This is an optimization exercise on Yosys and OpenROAD, whose aim is small area, a short achievable clock period and few clock cycles, not a production implementation.
The RTL was checked by simulation tests, not by an equivalence proof against the original design.
No activity file was given, so power comes from the tool's default toggle rates.

==> run Y <==
==> flow/design.v <==
`default_nettype none
package gdfs_pkg;
   localparam int MAX_VERTICES = 16;
   localparam int MAX_DEGREE   = 8;
   localparam int OP_W     = 2;
   localparam int VERTEX_W = $clog2(MAX_VERTICES);
   localparam int SLOT_W   = $clog2(MAX_DEGREE);
   localparam int DEG_W    = $clog2(MAX_DEGREE + 1);
   localparam int DEPTH_W  = $clog2(MAX_VERTICES + 1);
   localparam int CFG_W    = 5;
   localparam int STATUS_W = 2;
   localparam int ADJ_AW   = VERTEX_W + SLOT_W;
   localparam int ADJ_DEPTH = MAX_VERTICES * MAX_DEGREE;
   localparam logic [CFG_W-1:0] VCOUNT_RESET = CFG_W'(16);
   localparam logic [OP_W-1:0] OP_CLEAR = 2'd0;
   localparam logic [OP_W-1:0] OP_ADD   = 2'd1;
   localparam logic [OP_W-1:0] OP_TRAV  = 2'd2;
   localparam logic [OP_W-1:0] OP_PATH  = 2'd3;
   localparam logic [STATUS_W-1:0] ST_OK      = 2'd0;
   localparam logic [STATUS_W-1:0] ST_NO_PATH = 2'd1;
   localparam logic [STATUS_W-1:0] ST_RANGE   = 2'd2;
   localparam logic [STATUS_W-1:0] ST_FULL    = 2'd3;
   typedef struct packed {
      logic                latch_req;
      logic                clear_deg;
      logic                load_da;
      logic                load_db;
      logic                edge_wr1;
      logic                edge_wr2;
      logic                start;
      logic                fetch;
      logic                pop;
      logic                push;
      logic                out_load;
      logic                out_status_only;
      logic [STATUS_W-1:0] out_status;
   } gdfs_cmd_type;
   typedef struct packed {
      logic [OP_W-1:0] opcode;
      logic            a_ok;
      logic            b_ok;
      logic            edge_full;
      logic            start_is_target;
      logic            stack_empty;
      logic            has_next;
      logic            nb_new;
      logic            nb_is_target;
      logic            emit_last;
      logic            out_free;
   } gdfs_stat_type;
endpackage
`default_nettype wire
`default_nettype none
module gdfs_ram (
   input  wire logic         clock,
   input  wire logic [15:0]  wr_en,      
   input  wire logic [63:0]  wr_data,    
   input  wire logic [15:0]  rd_sel,     
   output      logic [31:0]  rd_list
);
   logic [31:0] mem_ff [16];
   always_ff @(posedge clock) begin
      for (int u = 0; u < 16; u++) begin
         if (wr_en[u]) begin
            mem_ff[u] <= {mem_ff[u][27:0], wr_data[u*4 +: 4]};
         end
      end
   end
   always_comb begin
      rd_list = '0;
      for (int u = 0; u < 16; u++) begin
         rd_list = rd_list | ({32{rd_sel[u]}} & mem_ff[u]);
      end
   end
endmodule
`default_nettype wire
`default_nettype none
import gdfs_pkg::*;
module graph_depth_first_search_core (
   input  wire logic                clock,
   input  wire logic                reset,
   input  wire logic                req_valid,
   output      logic                req_ready,
   input  wire logic [OP_W-1:0]     req_opcode,
   input  wire logic [VERTEX_W-1:0] req_vertex_a,
   input  wire logic [VERTEX_W-1:0] req_vertex_b,
   output      logic                rsp_valid,
   input  wire logic                rsp_ready,
   output      logic [VERTEX_W-1:0] rsp_vertex_out,
   output      logic                rsp_last_of_run,
   output      logic [STATUS_W-1:0] rsp_status,
   input  wire logic                csr_valid,
   output      logic                csr_ready,
   input  wire logic [CFG_W-1:0]    csr_vertex_count
);
   localparam logic [1:0] E_IDLE = 2'd0;
   localparam logic [1:0] E_ONE  = 2'd1;
   localparam logic [1:0] E_WALK = 2'd2;
   logic [CFG_W-1:0] vcount_ff;
   always_ff @(posedge clock) begin
      if (reset) begin
         vcount_ff <= VCOUNT_RESET;
      end else if (csr_valid) begin
         vcount_ff <= csr_vertex_count;
      end
   end
   assign csr_ready = 1'b1;
   logic       qv_ff;
   logic [1:0] qop_ff;
   logic [3:0] qa_ff;
   logic [3:0] qb_ff;
   logic       req_fire;
   logic       take;
   assign req_ready = !qv_ff;
   assign req_fire  = req_valid && !qv_ff;
   always_ff @(posedge clock) begin
      if (reset) begin
         qv_ff <= 1'b0;
      end else if (take) begin
         qv_ff <= 1'b0;
      end else if (req_fire) begin
         qv_ff <= 1'b1;
      end
   end
   always_ff @(posedge clock) begin
      if (req_fire) begin
         qop_ff <= req_opcode;
         qa_ff  <= req_vertex_a;
         qb_ff  <= req_vertex_b;
      end
   end
   logic [1:0] nop;
   logic [3:0] na;
   logic [3:0] nb;
   logic       na_ok;
   logic       nb_ok;
   logic       n_walk;
   assign nop    = qv_ff ? qop_ff : req_opcode;
   assign na     = qv_ff ? qa_ff : req_vertex_a;
   assign nb     = qv_ff ? qb_ff : req_vertex_b;
   assign na_ok  = vcount_ff[4] || (na < vcount_ff[3:0]);
   assign nb_ok  = vcount_ff[4] || (nb < vcount_ff[3:0]);
   assign n_walk = na_ok && ((nop == OP_TRAV) || (nop == OP_PATH && nb_ok && na != nb));
   logic [1:0]  est_ff;
   logic [1:0]  cop_ff;
   logic [3:0]  ca_ff;
   logic [3:0]  cb_ff;
   logic        cok_ff;        
   logic        half_ff;       
   logic [3:0]  deg_ff [16];
   logic [15:0] vis_ff;
   logic [3:0]  stk_ff [16];
   logic [15:0] live_ff;
   logic [15:0] curv_oh;       
   logic [3:0]  pend_ff;       
   logic        em_ff;
   logic        pv_ff;
   logic [6:0]  ptok_ff;
   logic        pem_ff;        
   logic [3:0]  petop_ff;
   logic [3:0]  e_ff;          
   logic [3:0]  etop_ff;       
   logic       hv_ff;
   logic       tv_ff;
   logic [6:0] h_ff;
   logic [6:0] t_ff;
   logic [15:0] wr_en;
   logic [63:0] wr_data;
   logic [31:0] row;
   gdfs_ram u_adj (
      .clock   (clock),
      .wr_en   (wr_en),
      .wr_data (wr_data),
      .rd_sel  (curv_oh),
      .rd_list (row)
   );
   logic go;
   logic [15:0] a_oh;
   logic [15:0] b_oh;
   logic [15:0] d_full;        
   logic [15:0] d_ge7;         
   logic [15:0] d_zero;
   logic [15:0] d_gt1;
   logic        self_loop;
   logic        add_full;
   logic        add_do;
   logic        clr_do;
   always_comb begin
      for (int u = 0; u < 16; u++) begin
         a_oh[u]   = (ca_ff == 4'(u));
         b_oh[u]   = (cb_ff == 4'(u));
         d_full[u] = deg_ff[u][3];
         d_ge7[u]  = deg_ff[u][3] || (deg_ff[u][2:0] == 3'd7);
         d_zero[u] = (deg_ff[u] == 4'd0);
         d_gt1[u]  = (deg_ff[u] > 4'd1);
      end
   end
   assign self_loop = (ca_ff == cb_ff);
   assign add_full  = !half_ff && (self_loop ? |(a_oh & d_ge7) : |((a_oh | b_oh) & d_full));
   assign add_do    = go && (est_ff == E_ONE) && (cop_ff == OP_ADD) && cok_ff && !add_full;
   assign clr_do    = go && (est_ff == E_ONE) && (cop_ff == OP_CLEAR);
   always_comb begin
      for (int u = 0; u < 16; u++) begin
         wr_data[u*4 +: 4] = a_oh[u] ? cb_ff : ca_ff;
         wr_en[u]          = add_do && (a_oh[u] || b_oh[u]);
      end
   end
   always_ff @(posedge clock) begin
      for (int u = 0; u < 16; u++) begin
         if (reset || clr_do) begin
            deg_ff[u] <= 4'd0;
         end else if (wr_en[u]) begin
            deg_ff[u] <= deg_ff[u] + 4'd1;
         end
      end
   end
   always_ff @(posedge clock) begin
      if (take) begin
         half_ff <= 1'b0;
      end else if (add_do) begin
         half_ff <= 1'b1;
      end
   end
   logic [3:0]  dv;
   logic [7:0]  unv;
   logic [7:0]  sel;
   logic [7:0]  nbr_tgt;
   logic [7:0]  nbr_w;
   logic [3:0]  w;
   logic [15:0] w_oh;
   logic        push;
   logic        w_live;
   logic        v_live;
   logic        found;
   logic [15:0] jh;            
   logic [15:0] live_rest;     
   logic [3:0]  jpos;          
   logic [3:0]  stk_j2;        
   logic        any_live;
   logic        b_isolated;
   always_comb begin
      dv = '0;
      for (int u = 0; u < 16; u++) begin
         dv = dv | ({4{curv_oh[u]}} & deg_ff[u]);
      end
   end
   always_comb begin
      for (int k = 0; k < 8; k++) begin
         unv[k]     = (4'(k) < dv) && !vis_ff[row[k*4 +: 4]];
         nbr_tgt[k] = (row[k*4 +: 4] == cb_ff);
      end
      for (int k = 0; k < 8; k++) begin
         sel[k] = unv[k] && ((unv >> (k + 1)) == 8'd0);
      end
      w = '0;
      for (int k = 0; k < 8; k++) begin
         w = w | ({4{sel[k]}} & row[k*4 +: 4]);
      end
      for (int k = 0; k < 8; k++) begin
         nbr_w[k] = (row[k*4 +: 4] == w);
      end
      for (int u = 0; u < 16; u++) begin
         w_oh[u] = (w == 4'(u));
      end
   end
   assign push   = |unv;
   assign v_live = |(unv & ~nbr_w);
   assign w_live = |(w_oh & d_gt1);
   assign found  = (cop_ff == OP_PATH) && |(sel & nbr_tgt);
   always_comb begin
      jh   = '0;
      jpos = '0;
      for (int i = 0; i < 16; i++) begin
         if (live_ff[i]) begin
            jh   = 16'(1) << i;
            jpos = 4'(i + 1);
         end
      end
      live_rest = live_ff & ~jh;
      stk_j2    = '0;
      for (int i = 0; i < 16; i++) begin
         if (live_rest[i]) begin
            stk_j2 = stk_ff[i];
         end
      end
   end
   assign any_live   = |live_ff;
   assign b_isolated = (cop_ff == OP_PATH) && |(b_oh & d_zero);
   logic       fin;            
   logic       eng_v;
   logic [3:0] eng_vx;
   logic       eng_last;
   logic [1:0] eng_st;
   logic       walk_end;
   assign walk_end = !any_live || b_isolated || (!push && (live_rest == '0));
   always_comb begin
      fin      = 1'b0;
      eng_v    = 1'b0;
      eng_vx   = '0;
      eng_last = 1'b1;
      eng_st   = ST_OK;
      case (est_ff)
         E_ONE: begin
            fin   = (cop_ff != OP_ADD) || !cok_ff || add_full || !self_loop || half_ff;
            eng_v = fin;
            if (!cok_ff) begin
               eng_st = ST_RANGE;
            end else if (cop_ff == OP_ADD && add_full) begin
               eng_st = ST_FULL;
            end else if (cop_ff == OP_PATH) begin
               eng_vx = ca_ff;
            end
         end
         E_WALK: begin
            if (walk_end) begin
               fin   = 1'b1;
               eng_v = 1'b1;
               if (cop_ff == OP_PATH) begin
                  eng_st = ST_NO_PATH;
               end else begin
                  eng_vx = pend_ff;
               end
            end else if (push) begin
               if (cop_ff == OP_TRAV) begin
                  eng_v    = 1'b1;
                  eng_vx   = pend_ff;
                  eng_last = 1'b0;
               end else if (found) begin
                  fin      = 1'b1;
                  eng_v    = 1'b1;
                  eng_vx   = stk_ff[0];
                  eng_last = 1'b0;
               end
            end
         end
         default: begin
            fin = 1'b1;
         end
      endcase
   end
   assign go   = !tv_ff && !pv_ff;
   assign take = go && fin && (qv_ff || req_valid);
   always_ff @(posedge clock) begin
      if (reset) begin
         est_ff <= E_IDLE;
      end else if (go && fin) begin
         est_ff <= take ? (n_walk ? E_WALK : E_ONE) : E_IDLE;
      end
   end
   always_ff @(posedge clock) begin
      if (take) begin
         cop_ff <= nop;
         ca_ff  <= na;
         cb_ff  <= nb;
         cok_ff <= (nop == OP_CLEAR) || (na_ok && (nb_ok || nop == OP_TRAV));
      end
   end
   always_ff @(posedge clock) begin
      if (take) begin
         vis_ff    <= 16'(1) << na;
         live_ff   <= 16'd1;
         curv_oh   <= 16'(1) << na;
         pend_ff   <= na;
      end else if (go && est_ff == E_WALK) begin
         if (push) begin
            vis_ff  <= vis_ff | w_oh;
            pend_ff <= w;
            for (int i = 0; i < 16; i++) begin
               if (jh[i]) begin
                  live_ff[i] <= v_live;
               end
               if (i > 0 && jh[i-1]) begin
                  live_ff[i] <= w_live;
               end
            end
            curv_oh <= w_live ? w_oh : (v_live ? curv_oh : (16'(1) << stk_j2));
         end else begin
            live_ff <= live_rest;
            curv_oh <= 16'(1) << stk_j2;
         end
      end
   end
   always_ff @(posedge clock) begin
      if (take) begin
         stk_ff[0] <= na;
      end
      if (go && est_ff == E_WALK && push) begin
         for (int i = 1; i < 16; i++) begin
            if (jh[i-1]) begin
               stk_ff[i] <= w;
            end
         end
      end
   end
   logic       em_last;
   logic [3:0] em_vx;
   logic       found_evt;
   assign em_vx     = stk_ff[e_ff];
   assign em_last   = (e_ff == etop_ff);
   assign found_evt = go && (est_ff == E_WALK) && !walk_end && push && found;
   always_ff @(posedge clock) begin
      if (reset) begin
         em_ff <= 1'b0;
         pv_ff <= 1'b0;
      end else if (!tv_ff) begin
         if (em_ff) begin
            e_ff <= e_ff + 4'd1;
            if (em_last) begin
               em_ff <= 1'b0;
            end
            if (go && eng_v) begin
               pv_ff <= 1'b1;
            end
         end else if (pv_ff) begin
            pv_ff <= 1'b0;
            if (pem_ff) begin
               em_ff   <= 1'b1;
               e_ff    <= 4'd1;
               etop_ff <= petop_ff;
            end
         end else if (found_evt) begin
            em_ff   <= 1'b1;
            e_ff    <= 4'd1;
            etop_ff <= jpos;
         end
      end
   end
   always_ff @(posedge clock) begin
      if (em_ff && go && eng_v) begin
         ptok_ff  <= {eng_vx, eng_last, eng_st};
         pem_ff   <= found_evt;
         petop_ff <= jpos;
      end
   end
   logic       tok_v;
   logic [6:0] tok;
   logic       pop;
   assign tok_v = !tv_ff && (em_ff || pv_ff || (go && eng_v));
   assign tok   = em_ff ? {em_vx, em_last, ST_OK} :
                  pv_ff ? ptok_ff : {eng_vx, eng_last, eng_st};
   assign pop   = hv_ff && rsp_ready;
   always_ff @(posedge clock) begin
      if (reset) begin
         hv_ff <= 1'b0;
         tv_ff <= 1'b0;
      end else begin
         if (pop) begin
            if (tv_ff) begin
               tv_ff <= 1'b0;
            end else begin
               hv_ff <= tok_v;
            end
         end else if (!hv_ff) begin
            hv_ff <= tok_v;
         end else if (tok_v) begin
            tv_ff <= 1'b1;
         end
      end
   end
   always_ff @(posedge clock) begin
      if (pop) begin
         h_ff <= tv_ff ? t_ff : tok;
      end else if (!hv_ff) begin
         h_ff <= tok;
      end
      if (!pop && hv_ff && tok_v) begin
         t_ff <= tok;
      end
   end
   assign rsp_valid       = hv_ff;
   assign rsp_vertex_out  = h_ff[6:3];
   assign rsp_last_of_run = h_ff[2];
   assign rsp_status      = h_ff[1:0];
endmodule
`default_nettype wire
==> flow/run.sh <==
#!/bin/bash
# synth_recipe.tcl (not shown) runs the flow's synth.tcl, then flattens the netlist and writes it again
# the make line also repeats each setting of config.mk as NAME=value (left out here)
make -C /OpenROAD-flow-scripts/flow DESIGN_CONFIG=/design/flow/config.mk WORK_HOME=/design/flow/orfs CLKGATE_MAP_FILE= SYNTH_SCRIPT=/design/flow/synth_recipe.tcl finish
==> flow/config.mk <==
export PLATFORM = sky130hd
export DESIGN_NAME = graph_depth_first_search_core
export DESIGN_NICKNAME = graph_depth_first_search_core
export VERILOG_FILES = /design/flow/design.v
export SDC_FILE = /design/flow/constraint.sdc
export NUM_CORES = 4
export LEC_CHECK = 0
export ABC_AREA = 1
export CAP_MARGIN = 20
export CORE_MARGIN = 2
export CORE_UTILIZATION = 35
export SETUP_SLACK_MARGIN = 5
export SLEW_MARGIN = 20
export TNS_END_PERCENT = 100
==> flow/constraint.sdc <==
create_clock -name core_clock -period 10.0 [get_ports {clock}]
set_input_delay 2.0000 -clock core_clock [delete_from_list [all_inputs] [get_ports {clock}]]
set_output_delay 2.0000 -clock core_clock [all_outputs]
set_load 0.01 [all_outputs]
==> run Z (differences from run Y) <==
--- a/flow/design.v
+++ b/flow/design.v
@@ -161,9 +161,9 @@
    logic [3:0]  e_ff;          
    logic [3:0]  etop_ff;       
    logic       hv_ff;
-   logic       tv_ff;
    logic [6:0] h_ff;
-   logic [6:0] t_ff;
+   logic       oadv;
+   assign oadv = !hv_ff || rsp_ready;
    logic [15:0] wr_en;
    logic [63:0] wr_data;
    logic [31:0] row;
@@ -292,7 +292,8 @@
    logic       eng_last;
    logic [1:0] eng_st;
    logic       walk_end;
-   assign walk_end = !any_live || b_isolated || (!push && (live_rest == '0));
+   assign walk_end = !any_live || b_isolated || ((vis_ff | d_zero) == 16'hffff) ||
+                     (!push && (live_rest == '0));
    always_comb begin
       fin      = 1'b0;
       eng_v    = 1'b0;
@@ -338,7 +339,7 @@
          end
       endcase
    end
-   assign go   = !tv_ff && !pv_ff;
+   assign go   = oadv && !pv_ff;
    assign take = go && fin && (qv_ff || req_valid);
    always_ff @(posedge clock) begin
       if (reset) begin
@@ -402,7 +403,7 @@
       if (reset) begin
          em_ff <= 1'b0;
          pv_ff <= 1'b0;
-      end else if (!tv_ff) begin
+      end else if (oadv) begin
          if (em_ff) begin
             e_ff <= e_ff + 4'd1;
             if (em_last) begin
@@ -434,38 +435,20 @@
    end
    logic       tok_v;
    logic [6:0] tok;
-   logic       pop;
-   assign tok_v = !tv_ff && (em_ff || pv_ff || (go && eng_v));
+   assign tok_v = em_ff || pv_ff || (go && eng_v);
    assign tok   = em_ff ? {em_vx, em_last, ST_OK} :
                   pv_ff ? ptok_ff : {eng_vx, eng_last, eng_st};
-   assign pop   = hv_ff && rsp_ready;
    always_ff @(posedge clock) begin
       if (reset) begin
          hv_ff <= 1'b0;
-         tv_ff <= 1'b0;
-      end else begin
-         if (pop) begin
-            if (tv_ff) begin
-               tv_ff <= 1'b0;
-            end else begin
-               hv_ff <= tok_v;
-            end
-         end else if (!hv_ff) begin
-            hv_ff <= tok_v;
-         end else if (tok_v) begin
-            tv_ff <= 1'b1;
-         end
+      end else if (oadv) begin
+         hv_ff <= tok_v;
       end
    end
    always_ff @(posedge clock) begin
-      if (pop) begin
-         h_ff <= tv_ff ? t_ff : tok;
-      end else if (!hv_ff) begin
+      if (oadv) begin
          h_ff <= tok;
       end
-      if (!pop && hv_ff && tok_v) begin
-         t_ff <= tok;
-      end
    end
    assign rsp_valid       = hv_ff;
    assign rsp_vertex_out  = h_ff[6:3];
- ABC_AREA: 1 -> not set
- CORE_UTILIZATION: 35 -> 40
- CTS_CLUSTER_DIAMETER: not set -> 100
- CTS_CLUSTER_SIZE: not set -> 20
==> qor summary <==
metric	run Y	run Z
Clock buffer count	105	64
Placer congestion estimate	0.958	0.975
Outcome	complete, no violations	complete, no violations
Data arrival time of the critical path	5.19 ns	5.94 ns
Required time of the critical path	10.38 ns	10.43 ns
Power, Total	9.16 mW	7.26 mW
Cell area after layout	42800 µm²	42100 µm²
Leading cell type in the layout, fill and taps excluded	sky130_fd_sc_hd__nand2_1	sky130_fd_sc_hd__edfxtp_1
Multi-input combinational area share	0.329	0.353
Worst path depth	27	22
Post-Place Cell Area	39300 µm²	37400 µm²
Layout cells sized above 1	0.0973	0.187
Area of the multi-input gates	14100 µm²	14800 µm²
Sequential area share after synthesis	0.578	0.593
Drt first pass iters	6	7
Global-route total usage across every layer	0.218	0.271
Combinational cell fraction of total power	0.272	0.241
Portion of netlist area occupied by mux cells	0	0.0390
Final routed wire length divided by cell count	22.2 µm	30.7 µm
Routed metal-1 wire length	53500 µm	52400 µm
Slowest cell on the critical path	sky130_fd_sc_hd__edfxtp_1	sky130_fd_sc_hd__or4b_4
Shortest period the worst path allows	4.81 ns	5.52 ns
Testbench counts of run Y, summed over its fixed seeds: cycles 12,998.
Testbench counts of run Z, summed over its fixed seeds: cycles 12,069.

static timing again, ports no longer ideal:
How much do the figures lean on ideal ports? The routed layouts below were timed once more, with nothing changed but the port constraints. Step 1 (the two cells are an assumption about what drives the block):
set clk [get_ports {clock}]
set_driving_cell -lib_cell sky130_fd_sc_hd__clkbuf_16 $clk
set_driving_cell -lib_cell sky130_fd_sc_hd__buf_2 [delete_from_list [all_inputs] $clk]
Step 2 also shifts input and output timing later by t, the mid clock arrival at the registers, as if the neighbouring blocks saw the same clock. a / b / c = ideal ports / drivers / drivers and shift; a / b = the first two.
| run | t (ns) | slack for setup (ns) | worst hold slack (ns) | latest minus earliest clock arrival (ns) |
|---|---|---|---|---|
| run Y | 0.700 | 5.192 / 5.192 / 5.190 | 0.426 / 0.426 / 0.426 | 0.033 / 0.034 |
| run Z | 0.670 | 4.483 / 4.483 / 4.306 | 0.402 / 0.402 / 0.402 | 0.094 / 0.094 |
After both steps every run listed still meets setup and hold. For run Z, which loses most, drivers alone change the setup slack by 0.000 ns; drivers and shift together by -0.177 ns.
